Source: an optimization exercise on an open RTL-to-GDS flow (aim: small area). Production flows keep margins and buffers that such runs may drop. Function was checked by simulation only, so behaviour that the tests miss may differ from the original. Power figures rest on the tool's default switching activity, not on a simulated workload.

### flow/design.v
package rf_pkg;
   typedef enum logic {
      RF_CLEAR,
      RF_RUN
   } rf_state_t;
   localparam int RF_DATA_W_DEF = 32;
   localparam int RF_ADDR_W_DEF = 5;
endpackage
module rf_clear_ctrl
#(
   parameter int ADDR_W = rf_pkg::RF_ADDR_W_DEF
) (
   input  logic              clk,
   input  logic              rst,
   output logic              busy,
   output logic              clr_en,
   output logic [ADDR_W-1:0] clr_addr
);
   localparam logic [ADDR_W-1:0] LAST = '1;
   rf_pkg::rf_state_t state_q, state_d;
   logic [ADDR_W-1:0] ptr_q, ptr_d;
   always_ff @(posedge clk) begin
      if (rst) begin
         state_q <= rf_pkg::RF_CLEAR;
         ptr_q   <= '0;
      end else begin
         state_q <= state_d;
         ptr_q   <= ptr_d;
      end
   end
   always_comb begin
      state_d  = state_q;
      ptr_d    = ptr_q;
      busy     = (state_q == rf_pkg::RF_CLEAR);
      clr_en   = 1'b0;
      clr_addr = ptr_q;
      unique case (state_q)
         rf_pkg::RF_CLEAR: begin
            clr_en = !rst;
            ptr_d  = ptr_q + ADDR_W'(1);
            if (ptr_q == LAST) state_d = rf_pkg::RF_RUN;
         end
         rf_pkg::RF_RUN: state_d = rf_pkg::RF_RUN;
      endcase
   end
endmodule
module reg_file_mp
#(
   parameter int DATA_W   = rf_pkg::RF_DATA_W_DEF,
   parameter int ADDR_W   = rf_pkg::RF_ADDR_W_DEF,
   parameter int NRD      = 2,
   parameter int ZERO_REG = 1,
   parameter int BYPASS   = 1
) (
   input  logic                  clk,
   input  logic                  rst,
   input  logic [NRD*ADDR_W-1:0] raddr,
   output logic [NRD*DATA_W-1:0] rdata,
   input  logic                  wa_en,
   input  logic [ADDR_W-1:0]     wa_addr,
   input  logic [DATA_W-1:0]     wa_data,
   input  logic                  wb_en,
   input  logic [ADDR_W-1:0]     wb_addr,
   input  logic [DATA_W-1:0]     wb_data,
   output logic                  busy,
   output logic                  wr_collide
);
   localparam int DEPTH = 2**ADDR_W;
   logic [DATA_W-1:0] mem_q [DEPTH];
   logic              clr_en;
   logic [ADDR_W-1:0] clr_addr;
   logic              same_addr;
   logic              wa_zero, wb_zero;
   logic              wa_we, wb_we;
   logic              coll_d, coll_q;
   rf_clear_ctrl #(
      .ADDR_W(ADDR_W)
   ) u_clr (
      .clk     (clk),
      .rst     (rst),
      .busy    (busy),
      .clr_en  (clr_en),
      .clr_addr(clr_addr)
   );
   assign same_addr = (wa_addr == wb_addr);
   assign wa_zero   = (ZERO_REG != 0) && (wa_addr == '0);
   assign wb_zero   = (ZERO_REG != 0) && (wb_addr == '0);
   assign wa_we = wa_en && !busy && !rst && !wa_zero;
   assign wb_we = wb_en && !busy && !rst && !wb_zero
                  && !(wa_en && same_addr);
   always_ff @(posedge clk) begin
      if (clr_en) begin
         mem_q[clr_addr] <= '0;
      end else begin
         if (wa_we) mem_q[wa_addr] <= wa_data;
         if (wb_we) mem_q[wb_addr] <= wb_data;
      end
   end
   assign coll_d = wa_en && wb_en && same_addr && !busy;
   always_ff @(posedge clk) begin
      if (rst) coll_q <= 1'b0;
      else     coll_q <= coll_d;
   end
   assign wr_collide = coll_q;
   for (genvar g = 0; g < NRD; g++) begin : g_rd
      logic [ADDR_W-1:0] ra;
      logic [DATA_W-1:0] rd;
      assign ra = raddr[g*ADDR_W +: ADDR_W];
      always_comb begin
         rd = mem_q[ra];
         if (busy)
            rd = '0;
         else if ((ZERO_REG != 0) && (ra == '0))
            rd = '0;
         else if ((BYPASS != 0) && wa_en && (wa_addr == ra))
            rd = wa_data;
         else if ((BYPASS != 0) && wb_en && (wb_addr == ra))
            rd = wb_data;
      end
      assign rdata[g*DATA_W +: DATA_W] = rd;
   end
endmodule
### flow/run.sh
#!/bin/bash
# synth_recipe.tcl (not shown) runs the flow's synth.tcl, then flattens the netlist and writes it again
# the make line also repeats each setting of config.mk as NAME=value (left out here)
make -C /OpenROAD-flow-scripts/flow DESIGN_CONFIG=/design/flow/config.mk WORK_HOME=/design/flow/orfs CLKGATE_MAP_FILE= SYNTH_SCRIPT=/design/flow/synth_recipe.tcl finish
### flow/config.mk
export PLATFORM = sky130hd
export DESIGN_NAME = reg_file_mp
export DESIGN_NICKNAME = reg_file_mp
export VERILOG_FILES = /design/flow/design.v
export SDC_FILE = /design/flow/constraint.sdc
export NUM_CORES = 4
export LEC_CHECK = 0
export CAP_MARGIN = 20
export CORE_MARGIN = 2
export CORE_UTILIZATION = 40
export SLEW_MARGIN = 20
### flow/constraint.sdc
create_clock -name core_clock -period 10.0 [get_ports {clk}]
set_input_delay 2.0000 -clock core_clock [delete_from_list [all_inputs] [get_ports {clk}]]
set_output_delay 2.0000 -clock core_clock [all_outputs]
set_load 0.01 [all_outputs]
==> implementation parameters, run 1 <==
Parameter                              Value

Outcome
  Status  no timing/DRC/antenna violations

GRT
  First-pass GRT wire length    322 mm
  Aggregate global routing overflow    0
  Vias in the first global route    40500
  Initial antenna violation count    5
  Global routing usage summed across all routing layers    0.302
  Pin count of the biggest net entering global routing    90

Detailed routing
  Remaining DRCs    0
  Count of vias placed by the detailed router    42300
  DR vias/cell    6.88
  Final antenna-violating net count    0
  WL per Instance    38.0 microns
  Iteration count of the initial detailed-routing pass    6
  Final routed wirelength across all metal layers    234 mm
  Iteration-0 DRC count of the detailed router    6380

Critical path
  Library cell contributing the largest single delay on the critical path    nor2b_4
  Crit path arrival time    6.35 ns
  Family with the most delay on the worst path    buffers and inverters
  Worst path cell trace    buf_4 > buf_4 > nor2b_4 > buf_4 > a22o_1 > o21ai_0 > o211a_1 > o21ai_0 > clkdlybuf4s50_1
  Endpoint of the most critical register-to-register path    mem_q[8][13]
  Delay of the slowest cell on the worst path    0.97 ns
  R2R depth    5
  Kind of start point of the critical path    input port
  Largest fanout on the critical path    49
  Critical Path Most Common Cell    buf_4
  Critical setup path kind    input port to output pin
  Buf/Inv on CP    4
  Crit. End Element    output pin
  Startpoint of the worst-slack reg-to-reg timing path    u_clr.state_q
  Required time of the critical path    8.00 ns
  R2R Setup Slk    5.22 ns

Floorplan
  Row Count    142
  Y dimension of the die    392 microns
  Total core area    0.150 sq mm
  Initial Util    0.402
  DIE AREA    0.154 sq mm
  Die Width    392 microns
  Count of pins on the block boundary    154

STA
  Slew of the pin with the lowest slew margin    1.24 ns
  Hold slack    0.603 ns
  Worst Skew    0.0335 ns
  Total Negative Setup Slacks    0 ns
  Final slew viol count    0
  Shortest period the worst path allows    8.35 ns
  Final period utilization    0.835
  Upper clock frequency limit    120 MHz
  RSZ-0062 raised after global routing    false
  Total setup violations reported at the end of the flow    0
  Remaining max-slew budget at the tightest pin    0.170
  Count of final hold-check violations    0
  Min setup slack post-route    1.65 ns

Logic synthesis
  Top-area cell type share of the netlist area    0.511
  Ranking of synthesized cells by area    edfxtp_1, mux4_2, mux2_2
  Predominant post-synthesis flop cell    edfxtp_1
  Yosys Warn Count    2
  Sequential cell area fraction in the yosys report    0.513
  Netlist area before placement    0.0602 sq mm
  Seq cells post-synth    1031
  Library cell occupying the most area in the post-synthesis netlist    edfxtp_1
  Post-synth ARST share    0
  Number of enable-type register cells in the synthesized netlist    1024
  Nets in the synthesized netlist    4211
  Post-Synthesis Cells    4121
  Avg Cell Area, Syn    14.6 sq um
  Count of different cell masters after synthesis    55

Placed design
  Final weighted congestion in routability-driven placement    0.848
  Cell count after placement    5920
  Total cell area at the placement stage    0.0640 sq mm
  Worst setup slack before clock tree synthesis    1.84 ns
  Post-detail-place hpwl    131 mm
  Number of port buffers    153

Worst hold path
  Worst Hold Class    register to register
  Endpoint with the worst hold slack    u_clr.ptr_q[4]
  Hold Crit Start    u_clr.ptr_q[4]
  Cell count of the worst hold path    2

Finish
  Area occupied by registers    0.0309 sq mm
  NumNets Final    4110
  Fraction of layout cells with a size suffix above 1    0.382
  Final cell area excluding filler cells    0.0676 sq mm
  Growth of design area from synthesis to finish    12.3%
  Final design utilization    0.452
  Footprint of the multi-input gates    0.0276 sq mm
  Fill count    13200
  Non-filler instance count after layout    6142

Power and ir drop
  Total power density per cell area    144 mW/mm^2
  Peak supply drop    0.000127 V
  Static leakage    21.3 nW
  Sum of internal, switching and leakage power    9.71 mW

Clock network
  Number of resized instances in the post-cts repair step    0
  Number of sinks handled by clock tree synthesis    1031
  Clock tree from TritonCTS    done
  CTS H-tree depth    3
  Clock latency reported for the late side of the worst-skew pair    0.75 ns
  Post-CTS clock slew at the launch and capture registers of the worst setup and hold paths    0.06 ns
  Post-cts hold buffer count    0
  CTS root buffer    clkbuf_16
  Clock buffer depth    3
  TritonCTS buffer count    113
  Number of setup buffers added after CTS    0

Job
  Number of maximum-capacitance constraint violations    0
==> cells by family after synthesis <==
group / share of synthesized area
adder cells (fa/ha/maj): 0.000416
multiplexers: 0.330
buffers and inverters: 0.0395
flip-flops: 0.513
XOR/XNOR: 0.00407
AND/OR/NAND/NOR: 0.0409
AO/OA/AOI/OAI: 0.0718
==> worst max-delay path by stage <==
stage | start | endpoint | slack (ns) | cells after the start
2_1_floorplan | wa_addr[0] | mem_q[10][0] | 3.65 | 8
3_3_place_gp | raddr[1] | rdata[30] | 1.79 | 9
3_5_place_dp | raddr[1] | rdata[30] | 1.84 | 9
4_1_cts | raddr[4] | rdata[18] | 1.82 | 8
5_1_grt | raddr[1] | rdata[30] | 1.69 | 9
6_report | raddr[1] | rdata[30] | 1.65 | 9
==> synthesized netlist by cell type, types with 17 or more instances <==
cell type and instances:
a22oi_1 63, edfxtp_1 1024, o22ai_1 233, buf_1 30
nor2_1 48, clkbuf_1 355, o21ai_0 332, and3_1 34
nand2_1 376, xor2_1 17, mux2_1 89, buf_2 105
nor4_1 36, mux4_2 512, inv_1 36, buf_6 17
mux2_2 648, a221o_1 32
==> area by class of cell <==
type | instances | share of cell area
inverter | 36 | 0.00200
antenna | 7 | 0.000259
multi-input combinational | 2536 | 0.408
tap | 2016 | 0.0373
timing repair buffer | 302 | 0.0418
sequential | 1031 | 0.457
clock buffer | 145 | 0.0439
clock inverter | 69 | 0.00955
==> cells in the final DEF, fill, tap and decap left out, types with 8 or more instances in the layout <==
cell	Yosys	routed
mux2_1	89	89
o21ai_4	0	9
nor2_1	48	45
edfxtp_1	1024	1024
o22ai_4	0	12
o21ai_0	332	323
a22oi_1	63	63
nand2_1	376	365
clkinv_2	0	20
inv_1	36	36
clkdlybuf4s50_1	0	147
mux4_2	512	512
buf_4	11	137
buf_12	0	11
a2111oi_2	3	8
o21bai_4	0	12
and3_1	34	33
clkbuf_16	0	114
o22ai_1	233	221
a221o_1	32	32
xor2_1	17	17
clkinv_1	0	28
nor2_4	8	15
xnor2_1	11	11
clkbuf_1	355	31
nand2_4	0	8
mux2_2	648	648
nor4_1	36	35
bufinv_16	0	11
==> layer usage <==
metal  GRT usage  part of all wire
met1       0.412              0.38
met4       0.148             0.055
met2       0.447              0.44
met3      0.0781              0.13
met5           0                 0
==> power breakdown <==
| part | total, mW | leakage, nW | switching, mW | internal [mW] |
|---|---|---|---|---|
| combinational | 0.758 | 11.2 | 0.474 | 0.285 |
| clock | 4.22 | 1.76 | 1.85 | 2.38 |
| sequential | 4.73 | 8.35 | 0.0148 | 4.71 |
| total | 9.71 | 21.3 | 2.33 | 7.37 |
==> registers in the layout (all words and copies together) (netlist names) <==
name and count:
u_clr.state_q 1, mem_q 1024, u_clr.ptr_q 5, coll_q 1
==> worst reg2reg max path, delay by kind of cell, from the launching register on <==
family,cells,cell delay [ns]
buffers and inverters,1,0.75
DFF,1,0.66
AOI/OAI and AO/OA,2,1.59
and+or+nand+nor,2,1.36
==> run 2: changes to the inputs <==
==> flow/design.v (replaced) <==
package rf_pkg;
   localparam int RF_DATA_W_DEF = 32;
   localparam int RF_ADDR_W_DEF = 5;
endpackage
module rf_aoi3 (
   input  logic [2:0] s,
   input  logic [2:0] d,
   output logic       y_n
);
   assign y_n = !((s[0] & d[0]) | (s[1] & d[1]) | (s[2] & d[2]));
endmodule
module rf_nand_red #(
   parameter int N = 11
) (
   input  logic [N-1:0] a_n,
   output logic         y
);
   assign y = !(&a_n);
endmodule
module rf_clear_ctrl
#(
   parameter int ADDR_W = rf_pkg::RF_ADDR_W_DEF
) (
   input  logic clk,
   input  logic rst,
   output logic busy
);
   logic [ADDR_W-1:0] ptr_q;
   logic              busy_q;
   always_ff @(posedge clk) begin
      if (rst) begin
         busy_q <= 1'b1;
         ptr_q  <= '0;
      end else if (busy_q) begin
         ptr_q  <= ptr_q + ADDR_W'(1);
         if (&ptr_q) busy_q <= 1'b0;
      end
   end
   assign busy = busy_q;
endmodule
module reg_file_mp
#(
   parameter int DATA_W   = rf_pkg::RF_DATA_W_DEF,
   parameter int ADDR_W   = rf_pkg::RF_ADDR_W_DEF,
   parameter int NRD      = 2,
   parameter int ZERO_REG = 1,
   parameter int BYPASS   = 1
) (
   input  logic                  clk,
   input  logic                  rst,
   input  logic [NRD*ADDR_W-1:0] raddr,
   output logic [NRD*DATA_W-1:0] rdata,
   input  logic                  wa_en,
   input  logic [ADDR_W-1:0]     wa_addr,
   input  logic [DATA_W-1:0]     wa_data,
   input  logic                  wb_en,
   input  logic [ADDR_W-1:0]     wb_addr,
   input  logic [DATA_W-1:0]     wb_data,
   output logic                  busy,
   output logic                  wr_collide
);
   localparam int DEPTH = 2**ADDR_W;
   localparam int NT = DEPTH + 1;
   localparam int NG = (NT + 2) / 3;
   logic [DATA_W-1:0] mem_q [1:DEPTH-1];
   logic              same_addr;
   logic              coll_q;
   rf_clear_ctrl #(
      .ADDR_W(ADDR_W)
   ) u_clr (
      .clk (clk),
      .rst (rst),
      .busy(busy)
   );
   assign same_addr = (wa_addr == wb_addr);
   for (genvar r = 1; r < DEPTH; r++) begin : g_row
      logic a_sel, b_sel, h_sel;
      assign a_sel = !busy && wa_en && (wa_addr == ADDR_W'(r));
      assign b_sel = !busy && wb_en && (wb_addr == ADDR_W'(r))
                     && !(wa_en && same_addr);
      assign h_sel = !busy && !(wa_en && (wa_addr == ADDR_W'(r)))
                     && !(wb_en && (wb_addr == ADDR_W'(r)));
      always_ff @(posedge clk) begin
         mem_q[r] <= ({DATA_W{a_sel}} & wa_data)
                   | ({DATA_W{b_sel}} & wb_data)
                   | ({DATA_W{h_sel}} & mem_q[r]);
      end
   end
   always_ff @(posedge clk) begin
      if (rst) coll_q <= 1'b0;
      else     coll_q <= wa_en && wb_en && same_addr && !busy;
   end
   assign wr_collide = coll_q;
   for (genvar g = 0; g < NRD; g++) begin : g_rd
      logic [ADDR_W-1:0] ra;
      logic              hit_a, hit_b, ok;
      logic [3*NG-1:0]   sel;
      assign ra    = raddr[g*ADDR_W +: ADDR_W];
      assign ok    = !busy && (ra != '0);
      assign hit_a = wa_en && (wa_addr == ra);
      assign hit_b = wb_en && (wb_addr == ra);
      always_comb begin
         sel    = '0;
         sel[0] = ok && hit_a;
         sel[1] = ok && !hit_a && hit_b;
         for (int r = 1; r < DEPTH; r++)
            sel[r+1] = ok && !hit_a && !hit_b && (ra == ADDR_W'(r));
      end
      for (genvar b = 0; b < DATA_W; b++) begin : g_bit
         logic [3*NG-1:0] src;
         logic [NG-1:0]   part_n;
         always_comb begin
            src    = '0;
            src[0] = wa_data[b];
            src[1] = wb_data[b];
            for (int r = 1; r < DEPTH; r++) src[r+1] = mem_q[r][b];
         end
         for (genvar k = 0; k < NG; k++) begin : g_grp
            rf_aoi3 u_aoi (
               .s  (sel[3*k +: 3]),
               .d  (src[3*k +: 3]),
               .y_n(part_n[k])
            );
         end
         rf_nand_red #(
            .N(NG)
         ) u_red (
            .a_n(part_n),
            .y  (rdata[g*DATA_W + b])
         );
      end
   end
endmodule
--- a/flow/config.mk
+++ b/flow/config.mk
@@ -9,3 +9,4 @@
 export CORE_MARGIN = 2
 export CORE_UTILIZATION = 40
 export SLEW_MARGIN = 20
+export SYNTH_HIERARCHICAL = 1
==> run 2 against run 1 <==
  * Hold slack got worse by 0.096 ns
  * Global-route usage rose by 14 points
  * Critical path depth rose by 2
  * Flip-flop and latch count fell by 32
  * Clock power barely moved
==> implementation parameters, run 2 <==
Parameter                              Value

Logic synthesis
  Yosys Warn Count    9 (+7)
  Top-area cell type share of the netlist area    0.430 (-0.0811)
  Most repeated cell in the gate-level netlist after synthesis    dfxtp_1
  Sequential cell area fraction in the yosys report    0.430 (-0.0835)
  Post-synth ARST share    0 (unchanged)
  Predominant post-synthesis flop cell    dfxtp_1
  Number of enable-type register cells in the synthesized netlist    0 (-100%)
  Nets in the synthesized netlist    4967 (+18%)
  Commonest cells in the netlist    dfxtp_1, a22oi_1, o21ai_0, a222oi_1, clkbuf_1
  Post-Synthesis Cells    4877 (+18%)
  Ranking of synthesized cells by area    dfxtp_1, a222oi_1, a22oi_1
  Library cell occupying the most area in the post-synthesis netlist    dfxtp_1
  Seq cells post-synth    999 (-3.1%)
  Count of different cell masters after synthesis    66 (+20%)
  Netlist area before placement    0.0465 sq mm (-23%)
  Avg Cell Area, Syn    9.54 sq um (-35%)

STA
  Final slew viol count    0 (unchanged)
  Upper clock frequency limit    112 MHz (-6.1%)
  Worst Skew    0.0281 ns (-0.00534 ns)
  Total setup violations reported at the end of the flow    0 (unchanged)
  Count of final hold-check violations    0 (unchanged)
  Total Negative Setup Slacks    0 ns (unchanged)
  RSZ-0062 raised after global routing    false
  Shortest period the worst path allows    8.89 ns (+0.542 ns)
  Min setup slack post-route    1.11 ns (-0.542 ns)
  Final period utilization    0.889 (+0.0542)
  Slew of the pin with the lowest slew margin    1.29 ns (+0.0462 ns)
  Remaining max-slew budget at the tightest pin    0.141 (-0.0288)

Detailed routing
  Remaining DRCs    0 (unchanged)
  WL per Instance    42.3 microns (+11%)
  Iteration count of the initial detailed-routing pass    15 (+9)
  Final routed wirelength across all metal layers    276 mm (+18%)
  Iteration-0 DRC count of the detailed router    14500 (+130%)
  DR vias/cell    8.36 (+21%)
  Count of vias placed by the detailed router    54500 (+29%)
  Final antenna-violating net count    0 (unchanged)

GRT
  Initial antenna violation count    16 (+11)
  Global routing usage summed across all routing layers    0.437 (+0.135)
  Aggregate global routing overflow    0 (unchanged)
  First-pass GRT wire length    378 mm (+17%)
  Pin count of the biggest net entering global routing    65 (-28%)
  Met2 global-route usage    0.574 (+0.127)
  GR Util met3    0.232 (+0.154)
  Vias in the first global route    50000 (+24%)
  GR peak layer    met2
  Met1 Resource Use GR    0.535 (+0.123)

Placed design
  Final weighted congestion in routability-driven placement    1.03 (+21%)
  Number of port buffers    153 (unchanged)
  Worst setup slack before clock tree synthesis    1.39 ns (-0.443 ns)
  Post-detail-place hpwl    158 mm (+21%)

Finish
  Fraction of layout cells with a size suffix above 1    0.127 (-0.255)
  Most flops, register    mem_q
  NumNets Final    4999 (+22%)
  Growth of design area from synthesis to finish    17.1%
  Largest registers    mem_q: 992 flops, u_clr.ptr_q: 5 flops
  Most frequent cells in the layout    dfxtp_1, a22oi_1, o21ai_0
  Max FFs per register    992 (-3.1%)
  Most frequent standard cell in the layout excluding fill and tap cells    dfxtp_1

Clock network
  Post-cts hold buffer count    0 (unchanged)
  CTS root buffer    clkbuf_16
  Clock latency reported for the late side of the worst-skew pair    0.76 ns (about the same)
  Clock tree from TritonCTS    done
  Number of setup buffers added after CTS    0 (unchanged)
  CTS H-tree depth    3 (unchanged)
  Clock buffer depth    3 (unchanged)
  Post-CTS clock slew at the launch and capture registers of the worst setup and hold paths    0.06 ns (about the same)
  TritonCTS buffer count    108 (-4.4%)
  Number of sinks handled by clock tree synthesis    999 (-3.1%)
  Number of resized instances in the post-cts repair step    0 (unchanged)

Critical path
  Required time of the critical path    8.00 ns (about the same)
  Kind of start point of the critical path    input port
  Critical setup path kind    input port to output pin
  Largest fanout on the critical path    32 (-35%)
  Crit. End Element    output pin
  Crit path arrival time    6.89 ns (+0.54 ns)

Power and ir drop
  Static leakage    17.3 nW (-19%)
  Peak supply drop    0.000144 V (+13%)
  Sum of internal, switching and leakage power    8.52 mW (-12%)
  Total power density per cell area    156 mW/mm^2 (+8.9%)

Floorplan
  Count of pins on the block boundary    154 (unchanged)
  Total core area    0.116 sq mm (-23%)
  Die Width    345 microns (-12%)
  Y dimension of the die    345 microns (-12%)
  Row Count    125 (-12%)
  DIE AREA    0.119 sq mm (-22%)
  Initial Util    0.402 (about the same)

Job
  Number of maximum-capacitance constraint violations    0 (unchanged)

Worst hold path
  Worst Hold Class    register to register

Outcome
  Status  no timing/DRC/antenna violations
[run 2: cell count changes after synthesis, moves of 233 or more]
cell / delta
a222oi_1: +704
a22oi_1: +770
dfxtp_1: +992
edfxtp_1: -1024
mux2_2: -648
mux4_2: -512
nand2_1: -238
o21ai_0: +415
o22ai_1: -233
[run 2: cell families (layout without fill, tap and decap cells)]
group / after synthesis / in the layout / synth area share
compound gates: 2679 / 2679 / 0.433
xor+xnor: 26 / 26 / 0.00554
buf+inv: 576 / 689 / 0.0551
mux: 3 / 3 / 0.000753
fa+ha+maj: 2 / 2 / 0.000538
flops: 999 / 999 / 0.430
simple gates: 592 / 592 / 0.0753
other cells: 0 / 5 / 0
[run 2: metrics by stage]
| step | instance area, sq um | util | std cells | hold slack (ns) |
|---|---|---|---|---|
| 2_1_floorplan | 46500 | - | 4877 | 0.465 |
| 3_3_place_gp | 50800 | 0.439 | 6319 | 0.480 |
| 3_5_place_dp | 50800 | 0.439 | 6321 | 0.490 |
| 4_1_cts | 54500 | 0.471 | 6512 | 0.507 |
| 5_1_grt | 54500 | 0.471 | 6515 | 0.529 |
| 6_report | 54500 | 0.471 | 6519 | 0.507 |
[run 2: per-module statistics from Yosys, one instance, submodules excluded, excerpt]
module | cell area (sq um) | cells inside
reg_file_mp | 37700 | 3892
rf_aoi3 | 10.0 | 1
[run 2: per-layer routing]
metal,vias to the layer above,part of all wire
li1,21000,-
met5,-,0.0014
met4,20,0.091
met1,25900,0.35
met2,5928,0.37
met3,1678,0.19
[run 2: final timing paths]
| path | end | cells past startpoint | slack [ns] | from |
|---|---|---|---|---|
| setup reg to reg | mem_q[11][5] | 6 | 5.91 | u_clr.busy_q |
| hold reg to reg | mem_q[3][20] | 2 | 0.51 | mem_q[3][20] |
| setup / recovery | rdata[53] | 11 | 1.11 | wa_addr[4] |
| hold / removal | mem_q[3][20] | 2 | 0.51 | mem_q[3][20] |
[run 2: power by group]
part	leakage (nW)	switching (mW)	internal (mW)
clock network	1.79	1.81	2.41
logic	7.48	0.243	0.0724
registers	8.04	0.00131	3.98
[run 2: area by class of cell]
type | count | area (sq um)
Multi-Input combinational cell | 3302 | 25000
Fill cell | 11100 | 61200
Tap cell | 1524 | 1910
Clock buffer | 160 | 3190
Timing Repair Buffer | 432 | 3670
Clock inverter | 31 | 440
Sequential cell | 999 | 20000
Inverter | 66 | 248
Antenna cell | 5 | 12.5
[run 2: critical path, stage by stage]
cell             delay [ns]
clkdlybuf4s50_1        0.73
xor2_1                 0.30
nor4_1                 0.38
a311o_2                0.81
buf_4                  0.26
nor4_2                 0.05
buf_4                  0.45
a222oi_1               0.42
nand4_1                0.42
or3_1                  0.51
clkdlybuf4s50_1        0.51
==> run 3: changes to the inputs <==
--- a/flow/design.v
+++ b/flow/design.v
@@ -16,6 +16,17 @@
    output logic         y
 );
    assign y = !(&a_n);
+endmodule
+module rf_wcell (
+   input  logic h,
+   input  logic q,
+   input  logic a,
+   input  logic wa,
+   input  logic b_n,
+   input  logic wb_n,
+   output logic d
+);
+   assign d = !((b_n | wb_n) & !((a & wa) | (h & q)));
 endmodule
 module rf_clear_ctrl
 #(
@@ -72,7 +83,9 @@
       .rst (rst),
       .busy(busy)
    );
+   logic [DATA_W-1:0] wb_data_n;
    assign same_addr = (wa_addr == wb_addr);
+   assign wb_data_n = ~wb_data;
    for (genvar r = 1; r < DEPTH; r++) begin : g_row
       logic a_sel, b_sel, h_sel;
       assign a_sel = !busy && wa_en && (wa_addr == ADDR_W'(r));
@@ -80,10 +93,20 @@
                      && !(wa_en && same_addr);
       assign h_sel = !busy && !(wa_en && (wa_addr == ADDR_W'(r)))
                      && !(wb_en && (wb_addr == ADDR_W'(r)));
+      logic [DATA_W-1:0] mem_d;
+      for (genvar b = 0; b < DATA_W; b++) begin : g_wbit
+         rf_wcell u_wc (
+            .h   (h_sel),
+            .q   (mem_q[r][b]),
+            .a   (a_sel),
+            .wa  (wa_data[b]),
+            .b_n (!b_sel),
+            .wb_n(wb_data_n[b]),
+            .d   (mem_d[b])
+         );
+      end
       always_ff @(posedge clk) begin
-         mem_q[r] <= ({DATA_W{a_sel}} & wa_data)
-                   | ({DATA_W{b_sel}} & wb_data)
-                   | ({DATA_W{h_sel}} & mem_q[r]);
+         mem_q[r] <= mem_d;
       end
    end
    always_ff @(posedge clk) begin
==> flow/flow/run.sh (new file) <==
#!/bin/bash
# The standard layout, with two changes: the port buffers use the smallest
# buffer cell, and the clock tree uses larger sink clusters and no dummy
# loads. The full make output goes to standard.log in this folder.
set -euo pipefail
cd "$(dirname "$0")/.."
bash standard.sh \
  "BUFFER_PORTS_ARGS=-buffer_cell sky130_fd_sc_hd__buf_1" \
  "CTS_ARGS=-sink_clustering_enable -repair_clock_nets -sink_clustering_size 40 -sink_clustering_max_diameter 60 -buf_list {sky130_fd_sc_hd__clkbuf_16 sky130_fd_sc_hd__clkbuf_8} -sink_clustering_buffer sky130_fd_sc_hd__clkbuf_16 -dont_use_dummy_load" \
  finish > standard.log 2>&1
==> flow/standard.sh (new file) <==
#!/bin/bash
# synth_recipe.tcl (not shown) runs the flow's synth.tcl, then flattens the netlist and writes it again
# the make line also repeats each setting of config.mk as NAME=value (left out here)
make -C /OpenROAD-flow-scripts/flow DESIGN_CONFIG=/design/flow/config.mk WORK_HOME=/design/flow/orfs CLKGATE_MAP_FILE= SYNTH_SCRIPT=/design/flow/synth_recipe.tcl "${@:-finish}"
removed: flow/run.sh
==> run 3 against run 2 <==
  * Combinational power is 7.3% higher
  * First-iteration DRC count is 12% lower
  * Global-route usage is 0.48 points higher
  * Critical path depth is 1 lower
  * Count of clock-buffer cells in the layout is 72 lower
  * Worst setup slack better by 0.33 ns
  * Sequential share of layout area is 2.8 points higher
  * Design area is 7.0% lower
  * Synthesized cell count is 10% lower
  * Flip-flop and latch count stayed put
  * Clock power is 27% lower
  * Critical endpoint is now rdata[14]
==> implementation parameters, run 3 <==
Parameter                              Value

Logic synthesis
  Post-Synthesis Cells    4384 (-10%)
  Nets in the synthesized netlist    4474 (-9.9%)
  Avg Cell Area, Syn    9.90 sq um (+3.7%)
  Library cell occupying the most area in the post-synthesis netlist    dfxtp_1
  Yosys Warn Count    10 (+1)
  Top-area cell type share of the netlist area    0.461 (+0.0312)
  Most repeated cell in the gate-level netlist after synthesis    dfxtp_1
  Seq cells post-synth    999 (unchanged)
  Count of different cell masters after synthesis    43 (-35%)
  Ranking of synthesized cells by area    dfxtp_1, a22oi_1, a222oi_1
  Commonest cells in the netlist    dfxtp_1, a22oi_1, o21ai_1, a222oi_1, nand4_1
  Post-synth ARST share    0 (unchanged)
  Number of enable-type register cells in the synthesized netlist    0 (unchanged)
  Netlist area before placement    0.0434 sq mm (-6.8%)
  Predominant post-synthesis flop cell    dfxtp_1
  Sequential cell area fraction in the yosys report    0.461 (+0.0312)

STA
  Count of final hold-check violations    0 (unchanged)
  Worst Skew    0.0771 ns (+0.0489 ns)
  Total setup violations reported at the end of the flow    0 (unchanged)
  Upper clock frequency limit    117 MHz (+3.8%)
  Final slew viol count    0 (unchanged)
  Final period utilization    0.856 (-0.0328)
  Hold slack    0.518 ns (+0.0109 ns)
  Shortest period the worst path allows    8.56 ns (-0.328 ns)
  Slew of the pin with the lowest slew margin    1.25 ns (-0.0384 ns)
  Remaining max-slew budget at the tightest pin    0.165 (+0.0237)
  Total Negative Setup Slacks    0 ns (unchanged)
  RSZ-0062 raised after global routing    false

GRT
  First-pass GRT wire length    354 mm (-6.4%)
  Initial antenna violation count    25 (+9)
  Global routing usage summed across all routing layers    0.442 (+0.00485)
  Pin count of the biggest net entering global routing    39 (-40%)
  Aggregate global routing overflow    0 (unchanged)
  Vias in the first global route    46100 (-7.8%)

Detailed routing
  Iteration count of the initial detailed-routing pass    17 (+2)
  Final antenna-violating net count    0 (unchanged)
  WL per Instance    42.0 microns (-0.72%)
  Count of vias placed by the detailed router    51300 (-5.8%)
  DR vias/cell    8.28 (-0.98%)
  Iteration-0 DRC count of the detailed router    12700 (-12%)
  Remaining DRCs    0 (unchanged)
  Final routed wirelength across all metal layers    261 mm (-5.6%)

Power and ir drop
  Switching share of power    0.246 (+0.00434)
  Proportion of power drawn by the clock network    0.415 (-0.081)
  Share of total power in sequential cells    0.539 (+0.072)
  Total power density per cell area    146 mW/mm^2 (-6.8%)
  Sum of internal, switching and leakage power    7.38 mW (-13%)
  Peak supply drop    0.000135 V (-6.1%)
  Static leakage    15.2 nW (-12%)
  Switching component of the power    1.82 mW (-12%)
  Internal cell power    5.57 mW (-14%)
  Power share of the combinational group    0.046 (+0.009)

Finish
  Fill count    10200 (-7.4%)
  Final cell area excluding filler cells    0.0507 sq mm (-7.0%)
  Fraction of layout cells with a size suffix above 1    0.105 (-0.0219)
  NumNets Final    4867 (-2.6%)
  Most frequent cells in the layout    dfxtp_1, a22oi_1, o21ai_1
  Largest registers    mem_q: 992 flops, u_clr.ptr_q: 5 flops
  Most flops, register    mem_q
  Growth of design area from synthesis to finish    16.8%
  Final design utilization    0.472 (+0.00109)
  Most frequent standard cell in the layout excluding fill and tap cells    dfxtp_1
  Max FFs per register    992 (unchanged)

Clock network
  CTS root buffer    clkbuf_16
  Post-cts hold buffer count    0 (unchanged)
  CTS H-tree depth    3 (unchanged)
  Number of resized instances in the post-cts repair step    0 (unchanged)
  Post-CTS clock slew at the launch and capture registers of the worst setup and hold paths    0.05 ns (about the same)
  Number of setup buffers added after CTS    0 (unchanged)
  Clock latency reported for the late side of the worst-skew pair    0.75 ns (about the same)
  Clock tree from TritonCTS    done
  TritonCTS buffer count    88 (-19%)
  Clock buffer depth    3 (unchanged)
  Number of sinks handled by clock tree synthesis    999 (unchanged)

Floorplan
  Initial Util    0.404 (+0.00207)
  DIE AREA    0.111 sq mm (-6.7%)
  Row Count    120 (-4.0%)
  Total core area    0.107 sq mm (-7.2%)
  Die Width    333 microns (-3.4%)
  Count of pins on the block boundary    154 (unchanged)
  Y dimension of the die    333 microns (-3.4%)

Critical path
  Kind of start point of the critical path    input port
  Largest fanout on the critical path    32 (unchanged)
  Crit. End Element    output pin
  Critical setup path kind    input port to output pin
  Crit path arrival time    6.56 ns (-0.33 ns)
  Required time of the critical path    8.00 ns (about the same)

Job
  Number of maximum-capacitance constraint violations    0 (unchanged)

Placed design
  Post-detail-place hpwl    153 mm (-3.4%)
  Number of port buffers    153 (unchanged)
  Total cell area at the placement stage    0.0482 sq mm (-5.1%)
  Final weighted congestion in routability-driven placement    1.01 (-1.4%)

Worst hold path
  Worst Hold Class    register to register

Outcome
  Status  no timing/DRC/antenna violations
==> run 3: per-layer routing <==
metal | wire [microns] | track usage
met4 | 22800 | 0.314
met1 | 91100 | 0.536
met5 | 118 | 0.0135
met2 | 102000 | 0.610
met3 | 44200 | 0.206
==> run 3: cell families after synthesis <==
kind of cell	Yosys count	synth area share
fa+ha+maj	2	0.000577
simple gates	540	0.0693
flops	999	0.461
buf+inv	92	0.00943
xor+xnor	26	0.00525
compound gates	2722	0.454
mux	3	0.000807
==> run 3: power groups by stage <==
stage                     sequential, mW  clock, mW  combinational (mW)
final                               3.98       3.07               0.339
after global placement              4.07          0               0.317
after global routing                3.98       3.19               0.335
after CTS                           3.98       3.06               0.317
after detailed placement            4.07          0               0.317
after floorplan                     4.07          0              0.0922
==> run 3: modules after synthesis, one instance, submodules excluded, excerpt <==
| module | area (sq um) | cells |
|---|---|---|
| reg_file_mp | 22100 | 1415 |
| rf_aoi3 | 10.0 | 1 |
| rf_wcell | 12.5 | 2 |
==> run 3: final timing paths <==
kind	startpoint	endpoint	slack, ns	cells past startpoint
worst max-delay path	wb_addr[0]	rdata[14]	1.44	10
worst min-delay path	u_clr.ptr_q[4]	u_clr.ptr_q[4]	0.52	2
worst max register to register	u_clr.busy_q	mem_q[29][8]	6.15	5
worst min register to register	u_clr.ptr_q[4]	u_clr.ptr_q[4]	0.52	2
==> run 3: area by class of cell <==
cell class,count,area (sq um),area share
sequential,999,20000,0.395
tap,1403,1760,0.0346
inverter,33,124,0.00244
multi-input combinational,3293,24000,0.474
antenna,21,52.6,0.00104
clock buffer,88,2200,0.0435
timing repair buffer,362,2550,0.0502
==> run 3: metrics by stage <==
stage | worst slack (ns) | std cells
final | 1.44 | 6199
after global routing | 1.35 | 6184
after CTS | 1.72 | 6170
after detailed placement | 1.74 | 6082
after global placement | 1.77 | 6069
after floorplan | 2.02 | 4384
==> run 3: critical path: stages <==
cell and delay (ns):
buf_1 0.79, xnor2_1 0.19, nand4_1 0.22, nor2_4 0.81
nor4_2 0.12, buf_4 0.34, a222oi_1 0.50, nand4_1 0.72
or3_1 0.64, buf_1 0.15
==> run 4: changes to the inputs <==
==> flow/flow/run.sh (replaced) <==
#!/bin/bash
# The standard layout, with two changes: the port buffers use the smallest
# buffer cell, and the clock tree uses clkbuf_8 sink clusters and no dummy
# loads. The full make output goes to standard.log in this folder.
set -euo pipefail
cd "$(dirname "$0")/.."
bash standard.sh \
  "BUFFER_PORTS_ARGS=-buffer_cell sky130_fd_sc_hd__buf_1" \
  "CTS_ARGS=-sink_clustering_enable -repair_clock_nets -sink_clustering_size 25 -sink_clustering_max_diameter 45 -buf_list {sky130_fd_sc_hd__clkbuf_8} -sink_clustering_buffer sky130_fd_sc_hd__clkbuf_8 -dont_use_dummy_load" \
  finish > standard.log 2>&1
--- a/flow/config.mk
+++ b/flow/config.mk
@@ -7,6 +7,7 @@
 export LEC_CHECK = 0
 export CAP_MARGIN = 20
 export CORE_MARGIN = 2
-export CORE_UTILIZATION = 40
+export CORE_UTILIZATION = 50
+export PLACE_DENSITY = 0.65
 export SLEW_MARGIN = 20
 export SYNTH_HIERARCHICAL = 1
==> run 4 against run 3 <==
  * Sequential share of layout area increased by 0.47 points
  * Still clean
  * Critical path depth is the same
  * Synthesized area is the same
  * Hold slack lost 0.011 ns
  * Critical endpoint is now rdata[56]
  * First-iteration DRC count increased by 9.4%
  * Clock skew decreased by 0.023 ns
  * Highest routed layer unchanged
  * Non-clock buffer count increased by 5
  * Clock power is 13% lower
  * Cell count shrank 3.4%
  * Total power is 6.1% lower
==> implementation parameters, run 4 <==
Parameter                              Value

Outcome
  Status  no timing/DRC/antenna violations

Logic synthesis
  Top-area cell type share of the netlist area    0.461 (unchanged)
  Most repeated cell in the gate-level netlist after synthesis    dfxtp_1
  Library cell occupying the most area in the post-synthesis netlist    dfxtp_1
  Yosys Warn Count    10 (unchanged)
  Sequential cell area fraction in the yosys report    0.461 (unchanged)
  Avg Cell Area, Syn    9.90 sq um (unchanged)
  Number of enable-type register cells in the synthesized netlist    0 (unchanged)
  Predominant post-synthesis flop cell    dfxtp_1
  Count of different cell masters after synthesis    43 (unchanged)
  Nets in the synthesized netlist    4474 (unchanged)
  Seq cells post-synth    999 (unchanged)
  Post-synth ARST share    0 (unchanged)
  Netlist area before placement    0.0434 sq mm (unchanged)
  Post-Synthesis Cells    4384 (unchanged)
  Ranking of synthesized cells by area    dfxtp_1, a22oi_1, a222oi_1
  Commonest cells in the netlist    dfxtp_1, a22oi_1, o21ai_1, a222oi_1, nand4_1

Finish
  Most frequent standard cell in the layout excluding fill and tap cells    dfxtp_1
  Most frequent cells in the layout    dfxtp_1, a22oi_1, o21ai_1
  Most flops, register    mem_q
  Max FFs per register    992 (unchanged)
  Fraction of layout cells with a size suffix above 1    0.112 (+0.00663)
  Growth of design area from synthesis to finish    15.4%
  Largest registers    mem_q: 992 flops, u_clr.ptr_q: 5 flops
  NumNets Final    4915 (+0.99%)

Critical path
  Crit path arrival time    6.38 ns (-0.18 ns)
  Crit. End Element    output pin
  Critical setup path kind    input port to output pin
  Startpoint of the worst-slack reg-to-reg timing path    u_clr.busy_q
  Endpoint of the most critical register-to-register path    mem_q[14][24]
  Worst setup path endpoint    rdata[56]
  Largest fanout on the critical path    32 (unchanged)
  Kind of start point of the critical path    input port
  Required time of the critical path    8.00 ns (about the same)
  Launch point of the worst path    wb_addr[0]
  R2R Setup Slk    6.54 ns (+0.39 ns)
  R2R depth    5 (unchanged)

STA
  Remaining max-slew budget at the tightest pin    0.156 (-0.00816)
  RSZ-0062 raised after global routing    false
  Shortest period the worst path allows    8.38 ns (-0.186 ns)
  Slew of the pin with the lowest slew margin    1.26 ns (+0.0122 ns)
  Upper clock frequency limit    119 MHz (+2.2%)
  Final period utilization    0.838 (-0.0186)
  Count of final hold-check violations    0 (unchanged)
  Total setup violations reported at the end of the flow    0 (unchanged)
  Final slew viol count    0 (unchanged)
  Min setup slack post-route    1.62 ns (+0.186 ns)
  Total Negative Setup Slacks    0 ns (unchanged)
  Worst Skew    0.0542 ns (-0.0229 ns)

Clock network
  Number of sinks handled by clock tree synthesis    999 (unchanged)
  CTS H-tree depth    4 (+1)
  Clock buffer depth    3 (unchanged)
  Number of setup buffers added after CTS    0 (unchanged)
  Post-CTS clock slew at the launch and capture registers of the worst setup and hold paths    0.07 ns (+0.02 ns)
  Number of resized instances in the post-cts repair step    0 (unchanged)
  Clock latency reported for the late side of the worst-skew pair    0.89 ns (+0.14 ns)
  TritonCTS buffer count    131 (+49%)
  Clock tree from TritonCTS    done
  Post-cts hold buffer count    0 (unchanged)
  CTS root buffer    clkbuf_8

Floorplan
  Y dimension of the die    299 microns (-10%)
  Count of pins on the block boundary    154 (unchanged)
  Die Width    299 microns (-10%)
  Initial Util    0.503 (+0.0983)
  Total core area    0.0863 sq mm (-20%)
  Row Count    108 (-10%)
  DIE AREA    0.0892 sq mm (-20%)

Power and ir drop
  Sum of internal, switching and leakage power    6.93 mW (-6.1%)
  Share of total power in sequential cells    0.574 (+0.035)
  Peak supply drop    0.000140 V (+3.9%)
  Proportion of power drawn by the clock network    0.383 (-0.032)
  Internal cell power    5.19 mW (-6.8%)
  Switching share of power    0.252 (+0.00562)
  Switching component of the power    1.75 mW (-3.9%)
  Total power density per cell area    138 mW/mm^2 (-5.0%)
  Static leakage    15.1 nW (-0.88%)
  Power share of the combinational group    0.043 (-0.003)

Detailed routing
  Remaining DRCs    0 (unchanged)
  Count of vias placed by the detailed router    52500 (+2.2%)
  Final antenna-violating net count    0 (unchanged)
  Iteration-0 DRC count of the detailed router    13900 (+9.4%)
  Final routed wirelength across all metal layers    244 mm (-6.3%)
  Iteration count of the initial detailed-routing pass    22 (+5)
  WL per Instance    40.8 microns (-3.0%)
  DR vias/cell    8.76 (+5.8%)

Job
  Number of maximum-capacitance constraint violations    0 (unchanged)

GRT
  Vias in the first global route    47500 (+3.0%)
  First-pass GRT wire length    341 mm (-3.7%)
  Initial antenna violation count    9 (-64%)
  Aggregate global routing overflow    0 (unchanged)
  Pin count of the biggest net entering global routing    35 (-10%)
  Global routing usage summed across all routing layers    0.521 (+0.0795)

Placed design
  Number of port buffers    153 (unchanged)
  Final weighted congestion in routability-driven placement    1.02 (+0.83%)
  Post-detail-place hpwl    136 mm (-11%)
  Worst setup slack before clock tree synthesis    2.05 ns (+0.311 ns)

Worst hold path
  Worst Hold Class    register to register
## run 4: worst min path at each step
stage	to	start	slack [ns]	cells after the start
final	u_clr.ptr_q[4]	u_clr.ptr_q[4]	0.51	2
after global routing	u_clr.ptr_q[4]	u_clr.ptr_q[4]	0.54	2
after CTS	u_clr.ptr_q[4]	u_clr.ptr_q[4]	0.51	2
after detailed placement	u_clr.ptr_q[4]	u_clr.ptr_q[4]	0.49	2
after global placement	u_clr.ptr_q[4]	u_clr.ptr_q[4]	0.48	2
after floorplan	u_clr.ptr_q[4]	u_clr.ptr_q[4]	0.47	2
## run 4: logic make-up (layout without fill, tap and decap cells)
kind of cell / after synthesis / after routing / share of synthesized area
compound gates: 2722 / 2722 / 0.454
flops: 999 / 999 / 0.461
simple gates: 540 / 540 / 0.0693
buf+inv: 92 / 531 / 0.00943
xor+xnor: 26 / 26 / 0.00525
mux: 3 / 3 / 0.000807
fa+ha+maj: 2 / 2 / 0.000577
other cells: 0 / 12 / 0
## run 4: power groups by stage
stage | Combinational (mW) | Sequential (mW) | Clock (mW)
floorplan | 0.0922 | 4.07 | 0
global placement | 0.263 | 4.07 | 0
detailed placement | 0.271 | 4.07 | 0
CTS | 0.272 | 3.98 | 2.62
global route | 0.302 | 3.98 | 2.78
finish | 0.299 | 3.98 | 2.66
## run 4: per-module statistics from Yosys (local to each module, per instance), excerpt
module,copies in the design,cells,flip-flops and latches
reg_file_mp,1,1415,993
rf_wcell,992,2,0
rf_aoi3,704,1,0
## run 4: per-layer routing
metal  track usage  share of wire
met1         0.649           0.35
met2         0.681           0.37
met3         0.296           0.20
met4         0.326          0.082
met5        0.0302         0.0011
## run 4: critical path, stage by stage
cell and delay, ns:
buf_1 0.74, xnor2_1 0.19, nand4_1 0.22, nor2_4 0.87
nor4_2 0.11, buf_4 0.35, a222oi_1 0.46, nand4_1 0.61
or3_1 0.63, buf_1 0.16
## run 4: final cells by class
class                           instances  area [sq um]
Fill cell                            7794         36300
Multi-Input combinational cell       3293         24000
Sequential cell                       999         20000
Timing Repair Buffer                  367          2680
Clock buffer                          131          1800
Tap cell                             1155          1450
Inverter                               33           124
Antenna cell                           12          30.0
## run 4: through the flow
stage	hold WS [ns]	cells	util	area, sq um
global placement	0.479	5820	0.551	47600
detailed placement	0.495	5836	0.555	48000
floorplan	0.467	4384	-	43400
global route	0.544	5981	0.580	50100
finish	0.507	5990	0.580	50100
CTS	0.511	5967	0.576	49800
==> run 5: changes to the inputs <==
--- a/flow/design.v
+++ b/flow/design.v
@@ -27,6 +27,30 @@
    output logic d
 );
    assign d = !((b_n | wb_n) & !((a & wa) | (h & q)));
+endmodule
+module rf_and3 (
+   input  logic a,
+   input  logic b,
+   input  logic c,
+   output logic y
+);
+   assign y = a & b & c;
+endmodule
+module rf_nand3 (
+   input  logic a,
+   input  logic b,
+   input  logic c,
+   output logic y_n
+);
+   assign y_n = !(a & b & c);
+endmodule
+module rf_nor3 (
+   input  logic a,
+   input  logic b,
+   input  logic c,
+   output logic y_n
+);
+   assign y_n = !(a | b | c);
 endmodule
 module rf_clear_ctrl
 #(
@@ -73,9 +97,16 @@
    localparam int DEPTH = 2**ADDR_W;
    localparam int NT = DEPTH + 1;
    localparam int NG = (NT + 2) / 3;
+   localparam int HALF = DATA_W / 2;
+   localparam int NLO = 8;
+   localparam int NHI = DEPTH / NLO;
    logic [DATA_W-1:0] mem_q [1:DEPTH-1];
    logic              same_addr;
    logic              coll_q;
+   logic [DATA_W-1:0] wb_data_n;
+   logic              run_a, run_b;
+   logic [NHI-1:0]    wa_hi, wb_hi;
+   logic [NLO-1:0]    wa_lo, wb_lo;
    rf_clear_ctrl #(
       .ADDR_W(ADDR_W)
    ) u_clr (
@@ -83,24 +114,44 @@
       .rst (rst),
       .busy(busy)
    );
-   logic [DATA_W-1:0] wb_data_n;
    assign same_addr = (wa_addr == wb_addr);
    assign wb_data_n = ~wb_data;
+   assign run_a = !busy && wa_en;
+   assign run_b = !busy && wb_en && !(wa_en && same_addr);
+   always_comb begin
+      for (int j = 0; j < NHI; j++) begin
+         wa_hi[j] = (wa_addr[ADDR_W-1:3] == (ADDR_W-3)'(j));
+         wb_hi[j] = (wb_addr[ADDR_W-1:3] == (ADDR_W-3)'(j));
+      end
+      for (int i = 0; i < NLO; i++) begin
+         wa_lo[i] = (wa_addr[2:0] == 3'(i));
+         wb_lo[i] = (wb_addr[2:0] == 3'(i));
+      end
+   end
    for (genvar r = 1; r < DEPTH; r++) begin : g_row
-      logic a_sel, b_sel, h_sel;
-      assign a_sel = !busy && wa_en && (wa_addr == ADDR_W'(r));
-      assign b_sel = !busy && wb_en && (wb_addr == ADDR_W'(r))
-                     && !(wa_en && same_addr);
-      assign h_sel = !busy && !(wa_en && (wa_addr == ADDR_W'(r)))
-                     && !(wb_en && (wb_addr == ADDR_W'(r)));
+      logic              hit_wa, hit_wb;
+      logic [1:0]        a_sel, b_sel_n, h_sel;
       logic [DATA_W-1:0] mem_d;
+      assign hit_wa = wa_en && (wa_addr == ADDR_W'(r));
+      assign hit_wb = wb_en && (wb_addr == ADDR_W'(r));
+      for (genvar h = 0; h < 2; h++) begin : g_half
+         rf_and3 u_a (
+            .a(run_a), .b(wa_hi[r/NLO]), .c(wa_lo[r%NLO]), .y(a_sel[h])
+         );
+         rf_nand3 u_b (
+            .a(run_b), .b(wb_hi[r/NLO]), .c(wb_lo[r%NLO]), .y_n(b_sel_n[h])
+         );
+         rf_nor3 u_h (
+            .a(busy), .b(hit_wa), .c(hit_wb), .y_n(h_sel[h])
+         );
+      end
       for (genvar b = 0; b < DATA_W; b++) begin : g_wbit
          rf_wcell u_wc (
-            .h   (h_sel),
+            .h   (h_sel[b/HALF]),
             .q   (mem_q[r][b]),
-            .a   (a_sel),
+            .a   (a_sel[b/HALF]),
             .wa  (wa_data[b]),
-            .b_n (!b_sel),
+            .b_n (b_sel_n[b/HALF]),
             .wb_n(wb_data_n[b]),
             .d   (mem_d[b])
          );
@@ -116,18 +167,32 @@
    assign wr_collide = coll_q;
    for (genvar g = 0; g < NRD; g++) begin : g_rd
       logic [ADDR_W-1:0] ra;
-      logic              hit_a, hit_b, ok;
-      logic [3*NG-1:0]   sel;
+      logic              hit_a, hit_b, ok, gate;
+      logic [NHI-1:0]    ra_hi;
+      logic [NLO-1:0]    ra_lo;
+      logic [3*NG-1:0]   sel [2];
       assign ra    = raddr[g*ADDR_W +: ADDR_W];
       assign ok    = !busy && (ra != '0);
       assign hit_a = wa_en && (wa_addr == ra);
       assign hit_b = wb_en && (wb_addr == ra);
+      assign gate  = ok && !hit_a && !hit_b;
       always_comb begin
-         sel    = '0;
-         sel[0] = ok && hit_a;
-         sel[1] = ok && !hit_a && hit_b;
-         for (int r = 1; r < DEPTH; r++)
-            sel[r+1] = ok && !hit_a && !hit_b && (ra == ADDR_W'(r));
+         for (int j = 0; j < NHI; j++)
+            ra_hi[j] = (ra[ADDR_W-1:3] == (ADDR_W-3)'(j));
+         for (int i = 0; i < NLO; i++)
+            ra_lo[i] = (ra[2:0] == 3'(i));
+      end
+      for (genvar h = 0; h < 2; h++) begin : g_half
+         assign sel[h][0] = ok && hit_a;
+         assign sel[h][1] = ok && !hit_a && hit_b;
+         for (genvar r = 1; r < DEPTH; r++) begin : g_sel
+            rf_and3 u_s (
+               .a(gate), .b(ra_hi[r/NLO]), .c(ra_lo[r%NLO]), .y(sel[h][r+1])
+            );
+         end
+         for (genvar t = NT; t < 3*NG; t++) begin : g_pad
+            assign sel[h][t] = 1'b0;
+         end
       end
       for (genvar b = 0; b < DATA_W; b++) begin : g_bit
          logic [3*NG-1:0] src;
@@ -140,7 +205,7 @@
          end
          for (genvar k = 0; k < NG; k++) begin : g_grp
             rf_aoi3 u_aoi (
-               .s  (sel[3*k +: 3]),
+               .s  (sel[b/HALF][3*k +: 3]),
                .d  (src[3*k +: 3]),
                .y_n(part_n[k])
             );
==> run 5 against run 4 <==
  * Synthesized cell count up 3.0%
  * Critical endpoint is now rdata[62]
  * First-iteration DRC count down 3.2%
  * Highest routed layer unchanged
  * Largest cell class unchanged
  * Synthesized area up 2.6%
  * Maximum frequency down 3.4%
  * Register-to-register slack worse by 0.75 ns
  * Global-route usage down 1.6 points
  * Clock skew up 0.048 ns
==> implementation parameters, run 5 <==
Parameter                              Value

Outcome
  Status  no timing/DRC/antenna violations

STA
  RSZ-0062 raised after global routing    false
  Final period utilization    0.867 (+0.0293)
  Total setup violations reported at the end of the flow    0 (unchanged)
  Worst Skew    0.102 ns (+0.0475 ns)
  Slew of the pin with the lowest slew margin    1.28 ns (+0.0129 ns)
  Total Negative Setup Slacks    0 ns (unchanged)
  Count of final hold-check violations    0 (unchanged)
  Remaining max-slew budget at the tightest pin    0.146 (-0.0105)
  Shortest period the worst path allows    8.67 ns (+0.293 ns)
  Upper clock frequency limit    115 MHz (-3.4%)
  Final slew viol count    0 (unchanged)

Clock network
  Clock tree from TritonCTS    done
  Number of resized instances in the post-cts repair step    0 (unchanged)
  TritonCTS buffer count    132 (+0.76%)
  Number of sinks handled by clock tree synthesis    999 (unchanged)
  Number of setup buffers added after CTS    0 (unchanged)
  CTS H-tree depth    4 (unchanged)
  Clock buffer depth    3 (unchanged)
  CTS root buffer    clkbuf_8
  Clock latency reported for the late side of the worst-skew pair    0.90 ns (about the same)
  Post-CTS clock slew at the launch and capture registers of the worst setup and hold paths    0.07 ns (about the same)
  Post-cts hold buffer count    0 (unchanged)

GRT
  Vias in the first global route    45300 (-4.7%)
  Initial antenna violation count    43 (+34)
  Aggregate global routing overflow    0 (unchanged)
  Global routing usage summed across all routing layers    0.505 (-0.0163)
  Pin count of the biggest net entering global routing    63 (+80%)
  First-pass GRT wire length    336 mm (-1.4%)

Placed design
  Number of port buffers    153 (unchanged)
  Cell count after placement    5915 (+1.4%)
  Total cell area at the placement stage    0.0474 sq mm (-1.1%)
  Final weighted congestion in routability-driven placement    1.06 (+4.2%)
  Post-detail-place hpwl    154 mm (+13%)

Critical path
  Library cell contributing the largest single delay on the critical path    nor3_2
  Kind of start point of the critical path    input port
  Launch point of the worst path    raddr[7]
  Endpoint of the most critical register-to-register path    mem_q[11][26]
  Delay of the slowest cell on the worst path    0.85 ns (-0.02 ns)
  Crit path arrival time    6.67 ns (+0.29 ns)
  R2R Setup Slk    5.79 ns (-0.75 ns)
  Critical Path Most Common Cell    buf_1
  Startpoint of the worst-slack reg-to-reg timing path    u_clr.busy_q
  Critical setup path kind    input port to output pin
  Largest fanout on the critical path    38 (+19%)
  Crit. End Element    output pin
  R2R depth    6 (+1)
  Worst path cell trace    buf_1 > nor3_2 > a21oi_1 > o31ai_1 > nor2b_4 > buf_4 > and3_1 > a222oi_1 > nand4_1 > or3_1 > buf_1
  Required time of the critical path    8.00 ns (about the same)

Job
  Number of maximum-capacitance constraint violations    0 (unchanged)

Floorplan
  DIE AREA    0.0914 sq mm (+2.6%)
  Die Width    302 microns (+1.3%)
  Count of pins on the block boundary    154 (unchanged)
  Row Count    109 (+0.93%)
  Initial Util    0.504 (+0.00122)
  Total core area    0.0884 sq mm (+2.3%)
  Y dimension of the die    302 microns (+1.3%)

Detailed routing
  Count of vias placed by the detailed router    52100 (-0.80%)
  DR vias/cell    8.56 (-2.3%)
  Remaining DRCs    0 (unchanged)
  WL per Instance    40.0 microns (-1.8%)
  Iteration count of the initial detailed-routing pass    17 (-23%)
  Final routed wirelength across all metal layers    243 mm (-0.35%)
  Iteration-0 DRC count of the detailed router    13500 (-3.2%)
  Final antenna-violating net count    0 (unchanged)

Power and ir drop
  Static leakage    15.8 nW (+4.6%)
  Peak supply drop    0.000137 V (-2.7%)
  Total power density per cell area    142 mW/mm^2 (+2.6%)

Finish
  Final design utilization    0.560 (-0.0201)
  NumNets Final    4977 (+1.3%)
  Growth of design area from synthesis to finish    11.1%
  Largest registers    mem_q: 992 flops, u_clr.ptr_q: 5 flops
  Max FFs per register    992 (unchanged)
  Fraction of layout cells with a size suffix above 1    0.0753 (-0.0364)
  Non-filler instance count after layout    6080 (+1.5%)
  Most flops, register    mem_q
  Most frequent cells in the layout    dfxtp_1, a22oi_1, o21ai_1
  Most frequent standard cell in the layout excluding fill and tap cells    dfxtp_1
  Fill count    8219 (+5.5%)
  Final cell area excluding filler cells    0.0495 sq mm (-1.2%)

Worst hold path
  Endpoint with the worst hold slack    mem_q[24][21]
  Worst Hold Class    register to register
  Cell count of the worst hold path    2 (unchanged)
  Hold Crit Start    mem_q[24][21]

Logic synthesis
  Netlist area before placement    0.0445 sq mm (+2.6%)
  Top-area cell type share of the netlist area    0.449 (-0.0117)
  Number of enable-type register cells in the synthesized netlist    0 (unchanged)
  Yosys Warn Count    14 (+4)
  Post-Synthesis Cells    4514 (+3.0%)
  Post-synth ARST share    0 (unchanged)
  Ranking of synthesized cells by area    dfxtp_1, a22oi_1, a222oi_1
  Most repeated cell in the gate-level netlist after synthesis    dfxtp_1
  Commonest cells in the netlist    dfxtp_1, a22oi_1, o21ai_1, a222oi_1, and3_1
  Library cell occupying the most area in the post-synthesis netlist    dfxtp_1
  Nets in the synthesized netlist    4604 (+2.9%)
  Avg Cell Area, Syn    9.86 sq um (-0.36%)
  Count of different cell masters after synthesis    40 (-7.0%)
  Sequential cell area fraction in the yosys report    0.449 (-0.0117)
  Predominant post-synthesis flop cell    dfxtp_1
  Seq cells post-synth    999 (unchanged)
run 5: how the worst max path moves through the flow:
stage	endpoint	slack [ns]	cells past startpoint
2_1_floorplan	rdata[0]	0.98	7
3_3_place_gp	rdata[53]	1.68	11
3_5_place_dp	rdata[40]	1.45	11
4_1_cts	rdata[40]	1.44	11
5_1_grt	rdata[62]	1.45	11
6_report	rdata[62]	1.33	11
run 5: per-layer routing:
metal	wire (microns)	GRT usage	vias to the layer above
met1	86400	0.651	25000
met5	175	0	-
met4	19500	0.309	26
met3	39800	0.189	1077
li1	-	-	21000
met2	97600	0.712	4958
run 5: through the flow:
stage	hold WS [ns]	total power [mW]	worst slack, ns
6_report	0.524	7.03	1.33
5_1_grt	0.547	7.14	1.45
4_1_cts	0.523	6.97	1.44
3_5_place_dp	0.511	4.42	1.45
3_3_place_gp	0.478	4.42	1.68
2_1_floorplan	0.467	4.16	0.979
run 5: layout make-up:
class,count,area (sq um),share of cell area
timing repair buffer,260,1440,0.0291
antenna,30,75.1,0.00152
sequential,999,20000,0.404
clock buffer,132,1820,0.0367
multi-input combinational,3445,24500,0.495
tap,1165,1460,0.0295
inverter,49,184,0.00372
run 5: cells by family (layout without fill, tap and decap cells):
| group | count (synthesis) | in the layout | synth area share |
|---|---|---|---|
| AOI/OAI and AO/OA | 2697 | 2697 | 0.438 |
| DFF | 999 | 999 | 0.449 |
| and+or+nand+nor | 717 | 717 | 0.0989 |
| buffers and inverters | 70 | 441 | 0.00694 |
| xor gates and xnor gates | 26 | 26 | 0.00512 |
| muxes | 3 | 3 | 0.000787 |
| adders and majority gates | 2 | 2 | 0.000562 |
| other | 0 | 30 | 0 |
run 5: per-module statistics from Yosys, one instance, submodules excluded, a selection:
module	area, sq um	flops+latches
reg_file_mp	21200	993
rf_and3	6.26	0
rf_aoi3	10.0	0
rf_nand3	5.00	0
rf_nor3	10.0	0
rf_wcell	12.5	0
run 5: power by group:
part	switching (mW)	internal [mW]	leakage, nW
logic	0.338	0.0482	6.80
clock network	1.50	1.17	0.949
registers	0.00138	3.98	8.04
total	1.84	5.19	15.8
run 5: worst max-delay path, delay by kind of cell:
| kind | cells | cell delay, ns |
|---|---|---|
| buffers and inverters | 3 | 0.79 |
| AOI/OAI and AO/OA | 3 | 1.16 |
| and+or+nand+nor | 5 | 2.69 |
==> run 6: changes to the inputs <==
==> flow/flow/run.sh (replaced) <==
#!/bin/bash
# The standard layout, with two changes: the port buffers use the smallest
# buffer cell, and the clock tree uses larger sink clusters and no dummy
# loads. The full make output goes to standard.log in this folder.
set -euo pipefail
cd "$(dirname "$0")/.."
bash standard.sh \
  "BUFFER_PORTS_ARGS=-buffer_cell sky130_fd_sc_hd__buf_1" \
  "CTS_ARGS=-sink_clustering_enable -repair_clock_nets -sink_clustering_size 40 -sink_clustering_max_diameter 60 -buf_list {sky130_fd_sc_hd__clkbuf_16 sky130_fd_sc_hd__clkbuf_8} -sink_clustering_buffer sky130_fd_sc_hd__clkbuf_16 -dont_use_dummy_load" \
  finish > standard.log 2>&1
==> run 6 against run 5 <==
  * Still clean
  * Utilization grew 0.24 points
  * Cell count down 0.82%
  * Non-clock buffer count decreased by 1
  * Register-to-register slack gained 0.09 ns
  * Worst setup slack gained 0.052 ns
  * Wire length shrank 0.35%
  * Hold slack improved by 0.0012 ns
  * Via count decreased by 0.37%
  * Global-route usage down 0.27 points
  * Sequential share of layout area decreased by 0.17 points
  * Critical path type unchanged
==> implementation parameters, run 6 <==
Parameter                              Value

Logic synthesis
  Commonest cells in the netlist    dfxtp_1, a22oi_1, o21ai_1, a222oi_1, and3_1
  Predominant post-synthesis flop cell    dfxtp_1
  Post-Synthesis Cells    4514 (unchanged)
  Netlist area before placement    0.0445 sq mm (unchanged)
  Top-area cell type share of the netlist area    0.449 (unchanged)
  Number of enable-type register cells in the synthesized netlist    0 (unchanged)
  Seq cells post-synth    999 (unchanged)
  Avg Cell Area, Syn    9.86 sq um (unchanged)
  Nets in the synthesized netlist    4604 (unchanged)
  Library cell occupying the most area in the post-synthesis netlist    dfxtp_1
  Sequential cell area fraction in the yosys report    0.449 (unchanged)
  Ranking of synthesized cells by area    dfxtp_1, a22oi_1, a222oi_1
  Most repeated cell in the gate-level netlist after synthesis    dfxtp_1

STA
  Remaining max-slew budget at the tightest pin    0.125 (-0.0206)
  Shortest period the worst path allows    8.62 ns (-0.0519 ns)
  Total setup violations reported at the end of the flow    0 (unchanged)
  Count of final hold-check violations    0 (unchanged)
  Slew of the pin with the lowest slew margin    1.31 ns (+0.0352 ns)
  Final slew viol count    0 (unchanged)
  Total Negative Setup Slacks    0 ns (unchanged)
  Upper clock frequency limit    116 MHz (+0.60%)

Finish
  Largest registers    mem_q: 992 flops, u_clr.ptr_q: 5 flops
  Growth of design area from synthesis to finish    11.6%
  Most frequent cells in the layout    dfxtp_1, a22oi_1, o21ai_1
  NumNets Final    4925 (-1.0%)
  Fraction of layout cells with a size suffix above 1    0.0654 (-0.00995)
  Area occupied by registers    0.0200 sq mm (unchanged)
  Most flops, register    mem_q
  Footprint of the multi-input gates    0.0245 sq mm (unchanged)
  Most frequent standard cell in the layout excluding fill and tap cells    dfxtp_1
  Final design utilization    0.562 (+0.00235)

Detailed routing
  WL per Instance    40.2 microns (+0.48%)
  Iteration-0 DRC count of the detailed router    13700 (+1.3%)
  Remaining DRCs    0 (unchanged)
  Final routed wirelength across all metal layers    243 mm (-0.35%)
  Count of vias placed by the detailed router    51900 (-0.37%)
  Final antenna-violating net count    0 (unchanged)
  Iteration count of the initial detailed-routing pass    17 (unchanged)

Power and ir drop
  Sum of internal, switching and leakage power    7.27 mW (+3.3%)
  Proportion of power drawn by the clock network    0.399 (+0.020)
  Share of total power in sequential cells    0.548 (-0.018)
  Total power density per cell area    146 mW/mm^2 (+2.9%)
  Internal cell power    5.45 mW (+4.9%)
  Switching share of power    0.250 (-0.0116)
  Static leakage    15.8 nW (+0.28%)

Clock network
  CTS H-tree depth    3 (-1)
  CTS root buffer    clkbuf_16
  Post-CTS clock slew at the launch and capture registers of the worst setup and hold paths    0.06 ns (about the same)
  Number of setup buffers added after CTS    0 (unchanged)
  Number of resized instances in the post-cts repair step    0 (unchanged)
  Clock tree from TritonCTS    done
  Clock latency reported for the late side of the worst-skew pair    0.72 ns (-0.18 ns)
  Post-cts hold buffer count    0 (unchanged)
  Clock buffer depth    3 (unchanged)
  Number of sinks handled by clock tree synthesis    999 (unchanged)

Placed design
  Post-detail-place hpwl    154 mm (unchanged)
  Number of port buffers    153 (unchanged)

Critical path
  Crit path arrival time    6.62 ns (-0.05 ns)
  Critical setup path kind    input port to output pin
  Required time of the critical path    8.00 ns (about the same)
  Kind of start point of the critical path    input port
  Largest fanout on the critical path    38 (unchanged)

Outcome
  Status  no timing/DRC/antenna violations

GRT
  Pin count of the biggest net entering global routing    63 (unchanged)
  First-pass GRT wire length    335 mm (-0.31%)

Floorplan
  Total core area    0.0884 sq mm (unchanged)
  Initial Util    0.504 (unchanged)
  Count of pins on the block boundary    154 (unchanged)
  Die Width    302 microns (unchanged)
  DIE AREA    0.0914 sq mm (unchanged)
  Y dimension of the die    302 microns (unchanged)
[run 6: logic make-up (layout without fill, tap and decap cells)]
| family | count (synthesis) | count (layout) | synth area share |
|---|---|---|---|
| multiplexers | 3 | 3 | 0.000787 |
| other | 0 | 32 | 0 |
| adder cells (fa/ha/maj) | 2 | 2 | 0.000562 |
| AO/OA/AOI/OAI | 2697 | 2697 | 0.438 |
| flip-flops | 999 | 999 | 0.449 |
| buffers and inverters | 70 | 389 | 0.00694 |
| XOR/XNOR | 26 | 26 | 0.00512 |
| AND/OR/NAND/NOR | 717 | 717 | 0.0989 |
[run 6: through the flow]
step	instances	worst slack, ns
4_1_cts	5996	1.44
2_1_floorplan	4514	0.979
3_5_place_dp	5915	1.45
3_3_place_gp	5915	1.68
6_report	6030	1.38
5_1_grt	6001	1.50
[run 6: layout make-up]
| class | instances | share of cell area |
|---|---|---|
| inverters | 49 | 0.00370 |
| diodes | 32 | 0.00161 |
| repair buffers | 259 | 0.0288 |
| well taps | 1165 | 0.0293 |
| multi-input cells | 3445 | 0.493 |
| flip-flops and latches | 999 | 0.403 |
| clock buffers | 81 | 0.0408 |
[run 6: path summary, 6_finish.rpt]
path | end | slack [ns]
hold / removal | mem_q[24][31] | 0.53
setup reg to reg | mem_q[12][19] | 5.88
hold reg to reg | mem_q[24][31] | 0.53
setup / recovery | rdata[62] | 1.38
[run 6: layer usage]
metal | part of all wire | vias up | track usage
met2 | 0.40 | 4921 | 0.719
met5 | 0.00075 | - | 0.00466
met3 | 0.16 | 1099 | 0.183
met4 | 0.081 | 23 | 0.297
met1 | 0.36 | 24900 | 0.646
li1 | - | 20900 | -
[run 6: power groups by stage]
stage	clock, mW	combinational, mW	sequential [mW]
global route	3.02	0.369	3.98
detailed placement	0	0.348	4.07
CTS	2.89	0.348	3.98
global placement	0	0.347	4.07
finish	2.90	0.386	3.98
floorplan	0	0.0935	4.07
[run 6: per-module statistics from Yosys (local to each module, per instance), excerpt]
module       cells inside  times used  area, sq um
rf_aoi3                 1         704         10.0
rf_wcell                2         992         12.5
reg_file_mp          1235           1        21200
rf_nor3                 1          62         10.0
rf_nand3                1          62         5.00
rf_and3                 1         186         6.26
[run 6: critical path, cell delays in order]
cell and delay (ns):
buf_1 0.24, nor3_2 0.86, a21oi_1 0.20, o31ai_1 0.24
nor2b_4 0.29, buf_4 0.37, and3_1 0.51, a222oi_1 0.71
nand4_1 0.43, or3_1 0.57, buf_1 0.18

-- re-timing with driven ports --
The results above use ideal ports. As a check the final layouts listed here were re-extracted and re-timed, cells and wires unchanged.
Step 1, drivers: a clkbuf_16 drives clk and a buf_2 each remaining input, both assumed.
Step 2 adds t to the input delays and takes it off the output delays; t is the mean of the earliest and latest rising clock arrival at the registers after step 1. Input paths then give back, and output paths get back, about the clock's delay inside the block.
Slacks: no drivers / after step 1 / after step 2; pairs: no drivers / after step 1.
run	shift t [ns]	slack for setup (ns)	latest minus earliest clock arrival (ns)
run 1	0.819	1.651 / 1.617 / 1.617	0.041 / 0.041
run 2	0.837	1.108 / 1.084 / 1.084	0.048 / 0.048
run 3	0.773	1.436 / 1.405 / 1.405	0.103 / 0.104
run 4	0.923	1.622 / 1.592 / 1.592	0.090 / 0.090
run 5	0.925	1.329 / 1.259 / 1.259	0.102 / 0.102
run 6	0.758	1.380 / 1.309 / 1.309	0.083 / 0.083
After both steps setup and hold are still met in every run listed. The setup slack of run 6, which loses most, moves by -0.071 ns with the drivers and by -0.071 ns with both steps.
